Context: an optimization exercise on an open-source flow, tuned for small area. The choices shown serve that exercise and are no tape-out recipe.
The RTL was checked by simulation tests, not by an equivalence proof against the original design.
Power and IR drop assume default switching activity.

Design la_top, start of the top module:
module la_top #(
  parameter int SMPL_WIDTH = 16,
  parameter int TX_WIDTH   = 8,
  parameter int DEPTH_LOG2 = 8
) (
  input  logic                  clk_i,
  input  logic                  rst_in,
  input  logic                  cmd_req_i,
  input  logic [17:0]           cmd_i,      
  output logic                  cmd_ack_o,
  input  logic                  smpl_stb_i,
  input  logic [SMPL_WIDTH-1:0] smpl_i,
  output logic                  tx_req_o,
  input  logic                  tx_ack_i,
  output logic [TX_WIDTH-1:0]   tx_o,
  output logic                  busy_o
);
==> flow/config.mk <==
export PLATFORM = sky130hd
export DESIGN_NAME = la_top
export DESIGN_NICKNAME = la_top
export VERILOG_FILES = /design/flow/design.v
export SDC_FILE = /design/flow/constraint.sdc
export NUM_CORES = 4
export LEC_CHECK = 0
export CAP_MARGIN = 0
export CORE_MARGIN = 2
export CORE_UTILIZATION = 65
export CTS_BUF_LIST = sky130_fd_sc_hd__clkbuf_8
export CTS_CLUSTER_DIAMETER = 60
export CTS_CLUSTER_SIZE = 20
export PLACE_DENSITY = 0.75
export SLEW_MARGIN = 0
==> flow/constraint.sdc <==
create_clock -name core_clock -period 10.0 [get_ports {clk_i}]
set_input_delay 2.0000 -clock core_clock [delete_from_list [all_inputs] [get_ports {clk_i}]]
set_output_delay 2.0000 -clock core_clock [all_outputs]
set_load 0.01 [all_outputs]
run.sh (not shown) runs the stock make flow with config.mk's settings and CLKGATE_MAP_FILE= SYNTH_SCRIPT=/design/flow/synth_recipe.tcl, a recipe that flattens the netlist after the stock synthesis.
==> next run, changes <==
==> flow/flow/run.sh (new file) <==
#!/bin/bash
set -euo pipefail
export CTS_ARGS="-sink_clustering_enable -repair_clock_nets -sink_clustering_size 20 -sink_clustering_max_diameter 60 -buf_list sky130_fd_sc_hd__clkbuf_8 -dont_use_dummy_load"
export BUFFER_PORTS_ARGS="-buffer_cell sky130_fd_sc_hd__buf_1"
bash standard.sh > standard.log 2>&1
==> flow/standard.sh (new file) <==
#!/bin/bash
# synth_recipe.tcl (not shown) runs the flow's synth.tcl, then flattens the netlist and writes it again
# the make line also repeats each setting of config.mk as NAME=value (left out here)
make -C /OpenROAD-flow-scripts/flow DESIGN_CONFIG=/design/flow/config.mk WORK_HOME=/design/flow/orfs CLKGATE_MAP_FILE= SYNTH_SCRIPT=/design/flow/synth_recipe.tcl "${@:-finish}"
- PLACE_DENSITY: 0.75 -> 0.68
removed: flow/run.sh
What happened: Count of clock-buffer cells in the layout is lower by 1; utilization went down by 0.33 points; cell count hardly moves; clock skew is higher by 0.047 ns; wire length goes down by 1.9%; total power fell by 0.68%; global-route usage goes down by 0.36 points.
==> next run, changes <==
==> flow/flow/run.sh (replaced) <==
#!/bin/bash
set -euo pipefail
export CTS_ARGS="-sink_clustering_enable -repair_clock_nets -sink_clustering_size 20 -sink_clustering_max_diameter 60 -buf_list {sky130_fd_sc_hd__clkbuf_4 sky130_fd_sc_hd__clkbuf_8} -dont_use_dummy_load"
export BUFFER_PORTS_ARGS="-buffer_cell sky130_fd_sc_hd__buf_1"
bash standard.sh > standard.log 2>&1
- PLACE_DENSITY: 0.68 -> 0.75
- worst hold slack gets worse by 0.033 ns
- clock power is about the same
- global-route usage rises by 0.25 points
- utilization barely changes
- worst setup slack gets worse by 0.017 ns
- total power hardly moves
- routed wire length rises by 0.97%
==> next run, changes <==
==> flow/flow/run.sh (replaced) <==
#!/bin/bash
set -euo pipefail
export CTS_ARGS="-sink_clustering_enable -repair_clock_nets -sink_clustering_size 22 -sink_clustering_max_diameter 45 -buf_list sky130_fd_sc_hd__clkbuf_8 -dont_use_dummy_load"
export BUFFER_PORTS_ARGS="-buffer_cell sky130_fd_sc_hd__buf_1"
bash standard.sh > standard.log 2>&1
Combinational power hardly moves; non-clock buffer count does not change; register-to-register slack got worse by 0.02 ns; worst setup slack improved by 0.0061 ns; maximum frequency barely changes; total power is about the same; routed wire length is about the same; first-iteration DRC count goes up by 5.2%; clock-buffer cell count goes down by 4; sequential power barely changes; area after synthesis stays the same.
==> next run, changes <==
==> flow/flow/run.sh (replaced) <==
#!/bin/bash
set -euo pipefail
export CTS_ARGS="-sink_clustering_enable -repair_clock_nets -sink_clustering_size 20 -sink_clustering_max_diameter 60 -buf_list sky130_fd_sc_hd__clkbuf_8 -dont_use_dummy_load"
export BUFFER_PORTS_ARGS="-buffer_cell sky130_fd_sc_hd__buf_1"
bash standard.sh > standard.log 2>&1
Effect: Routed wire length is about the same. Count of clock-buffer cells in the layout went up by 4. First-iteration DRC count went down by about 5%. Total power barely changes. Cell area is about the same. Synthesized area does not change. Via count is unchanged. Clock power is about the same. Die area is unchanged.

========
Another version of the RTL of la_top (not shown whole).
Size: ~5900 cells after synthesis, ~50 I/O pins.
==> flow/design.v (excerpt) <==
module la_top #(
  parameter int SMPL_WIDTH = 16,
  parameter int TX_WIDTH   = 8,
  parameter int DEPTH_LOG2 = 8
) (
  input  logic                  clk_i,
  input  logic                  rst_in,
  input  logic                  cmd_req_i,
  input  logic [17:0]           cmd_i,      
  output logic                  cmd_ack_o,
  input  logic                  smpl_stb_i,
  input  logic [SMPL_WIDTH-1:0] smpl_i,
  output logic                  tx_req_o,
  input  logic                  tx_ack_i,
  output logic [TX_WIDTH-1:0]   tx_o,
  output logic                  busy_o
);
clock: 10.0 ns
lec_check: 0
cap_margin: 20
core_margin: 2
core_utilization: 65
cts_buf_list: sky130_fd_sc_hd__clkbuf_8
cts_cluster_diameter: 60
cts_cluster_size: 20
place_density: 0.75
slew_margin: 20
Stock flow here: none of the scripts above is used.
The starting point ran to the end with no violations.
Next try:
Settings changed: CORE_UTILIZATION 65 to 40, CTS_BUF_LIST sky130_fd_sc_hd__clkbuf_8 to sky130_fd_sc_hd__clkbuf_16, CTS_CLUSTER_DIAMETER 60 to 80, CTS_CLUSTER_SIZE 20 to 30, PLACE_DENSITY 0.75 to default.
=> Power is higher by 3.3%. Cell area increases by 2.5%. Wire length shrinks by 7.6%.
Next try:
==> flow/flow/run.sh (new file) <==
#!/bin/bash
set -euo pipefail
export CTS_ARGS="-sink_clustering_enable -repair_clock_nets -sink_clustering_size 20 -sink_clustering_max_diameter 60 -buf_list sky130_fd_sc_hd__clkbuf_8 -dont_use_dummy_load"
export BUFFER_PORTS_ARGS="-buffer_cell sky130_fd_sc_hd__buf_1"
bash standard.sh > standard.log 2>&1
==> flow/standard.sh (new file) <==
#!/bin/bash
# synth_recipe.tcl (not shown) runs the flow's synth.tcl, then flattens the netlist and writes it again
# the make line also repeats each setting of config.mk as NAME=value (left out here)
make -C /OpenROAD-flow-scripts/flow DESIGN_CONFIG=/design/flow/config.mk WORK_HOME=/design/flow/orfs CLKGATE_MAP_FILE= SYNTH_SCRIPT=/design/flow/synth_recipe.tcl "${@:-finish}"
Settings changed: CAP_MARGIN 20 to 0, CORE_UTILIZATION 40 to 65, CTS_BUF_LIST sky130_fd_sc_hd__clkbuf_16 to sky130_fd_sc_hd__clkbuf_8, CTS_CLUSTER_DIAMETER 80 to 60, CTS_CLUSTER_SIZE 30 to 20, PLACE_DENSITY from default to 0.75, SLEW_MARGIN 20 to 0.
removed: flow/run.sh
The new run finished with timing, DRC and antenna clean.
Worst hold slack is worse by 0.0050 ns.
Non-clock buffer count climbs by 6.
Final area drops by 3.1%.
Total power drops by 4.0%.
First-iteration DRC count climbs by 1.9%.
Next try:
Settings changed: CAP_MARGIN 0 to 20, SLEW_MARGIN 0 to 20.
Sequential cell count does not change; synthesized area does not change; total power barely changes; non-clock buffer count came out higher by 2; cell count barely changes.

========
la_top, a different RTL version from the one above (not shown whole).
For scale: ~6000 cells after synthesis, about 94000 um2 of cells after synthesis.
clock: 10.0 ns
lec_check: 0
cap_margin: 20
core_margin: 2
core_utilization: 65
cts_buf_list: sky130_fd_sc_hd__clkbuf_8
cts_cluster_diameter: 60
cts_cluster_size: 20
place_density: 0.75
slew_margin: 20
standard.sh (not shown) runs the stock make flow with config.mk's settings and CLKGATE_MAP_FILE= SYNTH_SCRIPT=/design/flow/synth_recipe.tcl, a recipe that flattens the netlist after the stock synthesis.
==> flow/flow/run.sh <==
#!/bin/bash
set -euo pipefail
export CTS_ARGS="-sink_clustering_enable -repair_clock_nets -sink_clustering_size 20 -sink_clustering_max_diameter 60 -buf_list sky130_fd_sc_hd__clkbuf_8 -dont_use_dummy_load"
export BUFFER_PORTS_ARGS="-buffer_cell sky130_fd_sc_hd__buf_1"
bash standard.sh > standard.log 2>&1
The baseline ran to the end with no violations.
Then changed:
--- a/flow/config.mk
+++ b/flow/config.mk
@@ -7,3 +7,3 @@
 export LEC_CHECK = 0
-export CAP_MARGIN = 20
+export CAP_MARGIN = 0
 export CORE_MARGIN = 2
@@ -14,2 +14,2 @@
 export PLACE_DENSITY = 0.75
-export SLEW_MARGIN = 20
+export SLEW_MARGIN = 0
After rerunning:
- setup slack gets better by 0.0084 ns
- routed wire length barely changes
- core utilization is about the same
- final cell count is unchanged

-- re-timing with driven ports --
The results above use ideal ports. As a check the final layouts listed here were re-extracted and re-timed, cells and wires unchanged.
Step 1, drivers: a clkbuf_16 drives clk_i and a buf_2 each remaining input, both assumed.
Step 2 times the ports against the registers' clock, not the clock port: input delays grow and output delays shrink by t, the midpoint of the rising clock arrivals with the driver on.
Slacks: ideal ports / drivers / drivers and shift; pairs: ideal ports / drivers.
run	t (ns)	setup slack, ns	cell pins on the clock port's net
the first run of note 1	1.035	5.486 / 5.408 / 5.382	1
the second run of note 1	1.013	5.919 / 5.842 / 5.771	1
the third run of note 1	0.996	5.902 / 5.824 / 5.755	1
the fourth run of note 1	0.989	5.908 / 5.831 / 5.744	1
the fifth run of note 1	0.996	5.902 / 5.824 / 5.755	1
the first run of note 2	1.011	5.262 / 5.192 / 4.990	1
the second run of note 2	0.895	5.648 / 5.564 / 4.976	1
the third run of note 2	1.003	5.683 / 5.612 / 5.400	1
the fourth run of note 2	1.017	5.686 / 5.615 / 5.311	1
the first run of note 3	1.000	5.810 / 5.735 / 5.028	1
the second run of note 3	1.002	5.818 / 5.744 / 4.921	1
After both steps setup and hold are still met in every run listed. The setup slack of the second run of note 3, which loses most, moves by -0.074 ns with the drivers and by -0.897 ns with both steps.
